Source: an optimization exercise on an open RTL-to-GDS flow (aim: small area, a short achievable clock period and few clock cycles). Production flows keep margins and buffers that such runs may drop.
Function was checked by simulation only, so behaviour that the tests miss may differ from the original.
Power and IR drop assume default switching activity.

Design nice_core_top, start of the top module:
module nice_core_top (
   input  logic                  nice_clk,
   input  logic                  nice_rst_n,
   output logic                  nice_active,
   output logic                  nice_mem_holdup,
   input  logic                  nice_req_valid,
   output logic                  nice_req_ready,
   input  logic [32-1:0] nice_req_inst,
   input  logic [32-1:0] nice_req_rs1,
   input  logic [32-1:0] nice_req_rs2,
   output logic                  nice_rsp_valid,
   input  logic                  nice_rsp_ready,
   output logic [32-1:0] nice_rsp_rdat,
   output logic                  nice_rsp_err,
   output logic                  nice_icb_cmd_valid,
   input  logic                  nice_icb_cmd_ready,
   output logic [32-1:0] nice_icb_cmd_addr,
   output logic                  nice_icb_cmd_read,
   output logic [32-1:0] nice_icb_cmd_wdata,
   input  logic                  nice_icb_rsp_valid,
   output logic                  nice_icb_rsp_ready,
   input  logic [32-1:0] nice_icb_rsp_rdata,
   input  logic                  nice_icb_rsp_err
);
export LEC_CHECK = 0
export CAP_MARGIN = 20
export CORE_MARGIN = 2
export CORE_UTILIZATION = 40
export CTS_CLUSTER_DIAMETER = 100
export CTS_CLUSTER_SIZE = 20
export SETUP_SLACK_MARGIN = 4.4
export SLEW_MARGIN = 20
create_clock -name core_clock -period 8.0 [get_ports {nice_clk}]
standard.sh (not shown) runs the stock make flow with config.mk's settings and CLKGATE_MAP_FILE= SYNTH_SCRIPT=/design/flow/synth_recipe.tcl, a recipe that flattens the netlist after the stock synthesis.
==> flow/flow/run.sh <==
#!/bin/bash
# The standard layout, except that the port buffers are buf_2 cells instead of
# the flow's default choice. Synthesis is the standard one, unchanged.
set -euo pipefail
bash standard.sh synth > synth.log 2>&1
bash standard.sh finish 'BUFFER_PORTS_ARGS=-buffer_cell sky130_fd_sc_hd__buf_2' > layout.log 2>&1
Testbench counts at the start, summed over its fixed seeds: cycles 4,928.
Edit:
==> flow/run.sh (new file) <==
#!/bin/bash
# synth_recipe.tcl (not shown) runs the flow's synth.tcl, then flattens the netlist and writes it again
# the make line also repeats each setting of config.mk as NAME=value (left out here)
make -C /OpenROAD-flow-scripts/flow DESIGN_CONFIG=/design/flow/config.mk WORK_HOME=/design/flow/orfs CLKGATE_MAP_FILE= SYNTH_SCRIPT=/design/flow/synth_recipe.tcl finish
--- a/flow/config.mk
+++ b/flow/config.mk
@@ -8,5 +8,5 @@
 export CAP_MARGIN = 20
 export CORE_MARGIN = 2
-export CORE_UTILIZATION = 40
+export CORE_UTILIZATION = 55
 export CTS_CLUSTER_DIAMETER = 100
 export CTS_CLUSTER_SIZE = 20
removed: flow/flow/run.sh
removed: flow/standard.sh
=> Synthesized cell count is unchanged. Synthesized area is unchanged. Power fell by 0.53%. Non-clock buffer count grows by 39. Worst setup slack gets worse by 0.032 ns. Via count rose by 0.60%. Combinational power rises by 27%.
Edit:
--- a/flow/config.mk
+++ b/flow/config.mk
@@ -8,7 +8,7 @@
 export CAP_MARGIN = 20
 export CORE_MARGIN = 2
-export CORE_UTILIZATION = 55
+export CORE_UTILIZATION = 40
 export CTS_CLUSTER_DIAMETER = 100
 export CTS_CLUSTER_SIZE = 20
-export SETUP_SLACK_MARGIN = 4.4
+export SETUP_SLACK_MARGIN = 4.2
 export SLEW_MARGIN = 20
What happened: Worst setup slack got worse by 0.083 ns. Clock-buffer cell count grows by 1. Global-route usage falls by 8.3 points. Total power climbs by 1.1%. Non-clock buffer count goes down by 92. Area after synthesis stays the same. Maximum frequency went down by 2.2%. Die area grows by 37%. Final cell count grows by about 6%.
Edit:
==> flow/flow/run.sh (new file) <==
#!/bin/bash
# The standard layout, except that the port buffers are buf_2 cells instead of
# the flow's default choice. Synthesis is the standard one, unchanged.
set -euo pipefail
bash standard.sh synth > synth.log 2>&1
bash standard.sh finish 'BUFFER_PORTS_ARGS=-buffer_cell sky130_fd_sc_hd__buf_2' > layout.log 2>&1
==> flow/standard.sh (new file) <==
#!/bin/bash
# synth_recipe.tcl (not shown) runs the flow's synth.tcl, then flattens the netlist and writes it again
# the make line also repeats each setting of config.mk as NAME=value (left out here)
make -C /OpenROAD-flow-scripts/flow DESIGN_CONFIG=/design/flow/config.mk WORK_HOME=/design/flow/orfs CLKGATE_MAP_FILE= SYNTH_SCRIPT=/design/flow/synth_recipe.tcl "${@:-finish}"
--- a/flow/config.mk
+++ b/flow/config.mk
@@ -8,7 +8,7 @@
 export CAP_MARGIN = 20
 export CORE_MARGIN = 2
-export CORE_UTILIZATION = 40
+export CORE_UTILIZATION = 50
 export CTS_CLUSTER_DIAMETER = 100
 export CTS_CLUSTER_SIZE = 20
-export SETUP_SLACK_MARGIN = 4.2
+export SETUP_SLACK_MARGIN = 4.4
 export SLEW_MARGIN = 20
removed: flow/run.sh
=>
- The changed run went through all stages and came out clean
- design area drops slightly
- non-clock buffer count rises by 29
- power fell slightly
- sequential power barely changes
- worst setup slack is better by 0.092 ns
Edit:
==> flow/run.sh (new file) <==
#!/bin/bash
# synth_recipe.tcl (not shown) runs the flow's synth.tcl, then flattens the netlist and writes it again
# the make line also repeats each setting of config.mk as NAME=value (left out here)
make -C /OpenROAD-flow-scripts/flow DESIGN_CONFIG=/design/flow/config.mk WORK_HOME=/design/flow/orfs CLKGATE_MAP_FILE= SYNTH_SCRIPT=/design/flow/synth_recipe.tcl finish
--- a/flow/config.mk
+++ b/flow/config.mk
@@ -8,5 +8,5 @@
 export CAP_MARGIN = 20
 export CORE_MARGIN = 2
-export CORE_UTILIZATION = 50
+export CORE_UTILIZATION = 40
 export CTS_CLUSTER_DIAMETER = 100
 export CTS_CLUSTER_SIZE = 20
removed: flow/flow/run.sh
removed: flow/standard.sh
Result: The changed run completed with no timing, DRC or antenna violations; via count grows by about 2.4%; sequential power barely changes; worst setup slack improved by 0.036 ns.

---

nice_core_top, a different RTL version from the one above (not shown whole).
For scale: roughly 3900 cells after synthesis, ~1100 flip-flops, ~240 I/O pins, roughly 44000 µm² of cells after synthesis.
==> flow/design.v (excerpt) <==
module nice_core_top (
   input  logic                  nice_clk,
   input  logic                  nice_rst_n,
   output logic                  nice_active,
   output logic                  nice_mem_holdup,
   input  logic                  nice_req_valid,
   output logic                  nice_req_ready,
   input  logic [32-1:0] nice_req_inst,
   input  logic [32-1:0] nice_req_rs1,
   input  logic [32-1:0] nice_req_rs2,
   output logic                  nice_rsp_valid,
   input  logic                  nice_rsp_ready,
   output logic [32-1:0] nice_rsp_rdat,
   output logic                  nice_rsp_err,
   output logic                  nice_icb_cmd_valid,
   input  logic                  nice_icb_cmd_ready,
   output logic [32-1:0] nice_icb_cmd_addr,
   output logic                  nice_icb_cmd_read,
   output logic [32-1:0] nice_icb_cmd_wdata,
   input  logic                  nice_icb_rsp_valid,
   output logic                  nice_icb_rsp_ready,
   input  logic [32-1:0] nice_icb_rsp_rdata,
   input  logic                  nice_icb_rsp_err
);
Settings: LEC_CHECK=0, CAP_MARGIN=20, CORE_MARGIN=2, CORE_UTILIZATION=40, CTS_BUF_LIST=sky130_fd_sc_hd__clkbuf_4 sky130_fd_sc_hd__clkbuf_8, CTS_CLUSTER_SIZE=25, SETUP_SLACK_MARGIN=4.2, SLEW_MARGIN=20; clock period 8.0 ns.
run.sh (not shown) runs the stock make flow with config.mk's settings and CLKGATE_MAP_FILE= SYNTH_SCRIPT=/design/flow/synth_recipe.tcl, a recipe that flattens the netlist after the stock synthesis.
Stock flow here: none of the scripts above is used.
The baseline produced a clean layout.
Testbench counts at the start, summed over its fixed seeds: cycles 4,928.
Next try:
CORE_UTILIZATION = 55   (was 40)
The changed run completed with no timing, DRC or antenna violations.
Power decreases by 1.9%.
Cell area is lower by 1.1%.
Count of clock-buffer cells in the layout falls by 3.
Wire length rises by 3.2%.
Sequential power stays flat.
Non-clock buffer count decreases by 7.
Final cell count went down by 6.2%.

---

nice_core_top again, from the RTL that the note above started with.
clock: 8.0 ns
lec_check: 0
cap_margin: 20
core_margin: 2
core_utilization: 40
cts_cluster_diameter: 100
cts_cluster_size: 20
setup_slack_margin: 4.2
slew_margin: 20
Testbench counts at the start, summed over its fixed seeds: cycles 4,928.
Rerun with:
- CTS_CLUSTER_DIAMETER: 100 -> 150
- CTS_CLUSTER_SIZE: 20 -> 24
Die area does not change.
Combinational power hardly moves.
Setup slack degrades by 46 ps.
Power came out lower by 6.4%.
Clock power came out lower by 17%.
Routed wire length came out lower by about 0.6%.
Clock-buffer cell count came out lower by 19.
Critical path depth came out higher by 10.
Rerun with:
- ABC_AREA: unset -> 1
- CTS_CLUSTER_DIAMETER: 150 -> unset
- CTS_CLUSTER_SIZE: 24 -> unset
Synthesized area came out higher by 1.2%.
Final cell count rose by 19%.
Setup slack degrades by 37 ps.
Rerun with:
- ABC_AREA: 1 -> unset
The changed run completed with no timing, DRC or antenna violations.
Die area came out lower by 1.2%.
Power came out lower by 14%.
Worst setup slack gets better by 30 ps.
Synthesized cell count drops by 19%.
Clock-buffer cell count fell by 8.
Combinational power is lower by 91%.

## separate check: timing with driven ports
In the flow no input, the clock included, has a driving cell. The finished layouts below were timed again as built, in two steps.
Step 1, drivers: a clkbuf_16 drives nice_clk and a buf_2 each remaining input, both assumed.
Step 2 also shifts input and output timing later by t, the mid clock arrival at the registers, as if the neighbouring blocks saw the same clock.
a / b / c = ideal / step 1 / step 2; a / b = the first two.
run	t (ns)	setup slack, ns	worst setup path after step 2	clock arrival spread, ns	slew at the worst register clock pin (ns)
the first run of note 1	0.720	4.349 / 4.312 / 3.973	input to register	0.044 / 0.043	0.09 / 0.09
the second run of note 1	0.698	4.317 / 4.288 / 3.817	input to register	0.031 / 0.031	0.10 / 0.10
the third run of note 1	0.728	4.234 / 4.190 / 3.715	input to register	0.042 / 0.041	0.09 / 0.09
the fourth run of note 1	0.707	4.327 / 4.277 / 4.024	input to register	0.036 / 0.036	0.09 / 0.09
the fifth run of note 1	0.726	4.363 / 4.315 / 3.832	input to register	0.042 / 0.043	0.09 / 0.09
the first run of note 2	0.897	4.010 / 3.943 / 3.583	input to register	0.048 / 0.049	0.08 / 0.08
the second run of note 2	0.898	4.001 / 3.933 / 3.740	input to register	0.072 / 0.072	0.08 / 0.08
the first run of note 3	0.723	4.136 / 4.068 / 3.808	input to register	0.035 / 0.034	0.09 / 0.09
the second run of note 3	0.736	4.089 / 4.047 / 3.776	input to register	0.058 / 0.058	0.12 / 0.12
the third run of note 3	0.770	4.052 / 3.986 / 3.740	input to register	0.064 / 0.063	0.07 / 0.07
the fourth run of note 3	0.766	4.083 / 4.014 / 3.746	input to register	0.044 / 0.043	0.07 / 0.07
After both steps setup and hold are still met in every run listed. The setup slack of the fifth run of note 1, which loses most, moves by -0.048 ns with the drivers and by -0.531 ns with both steps.
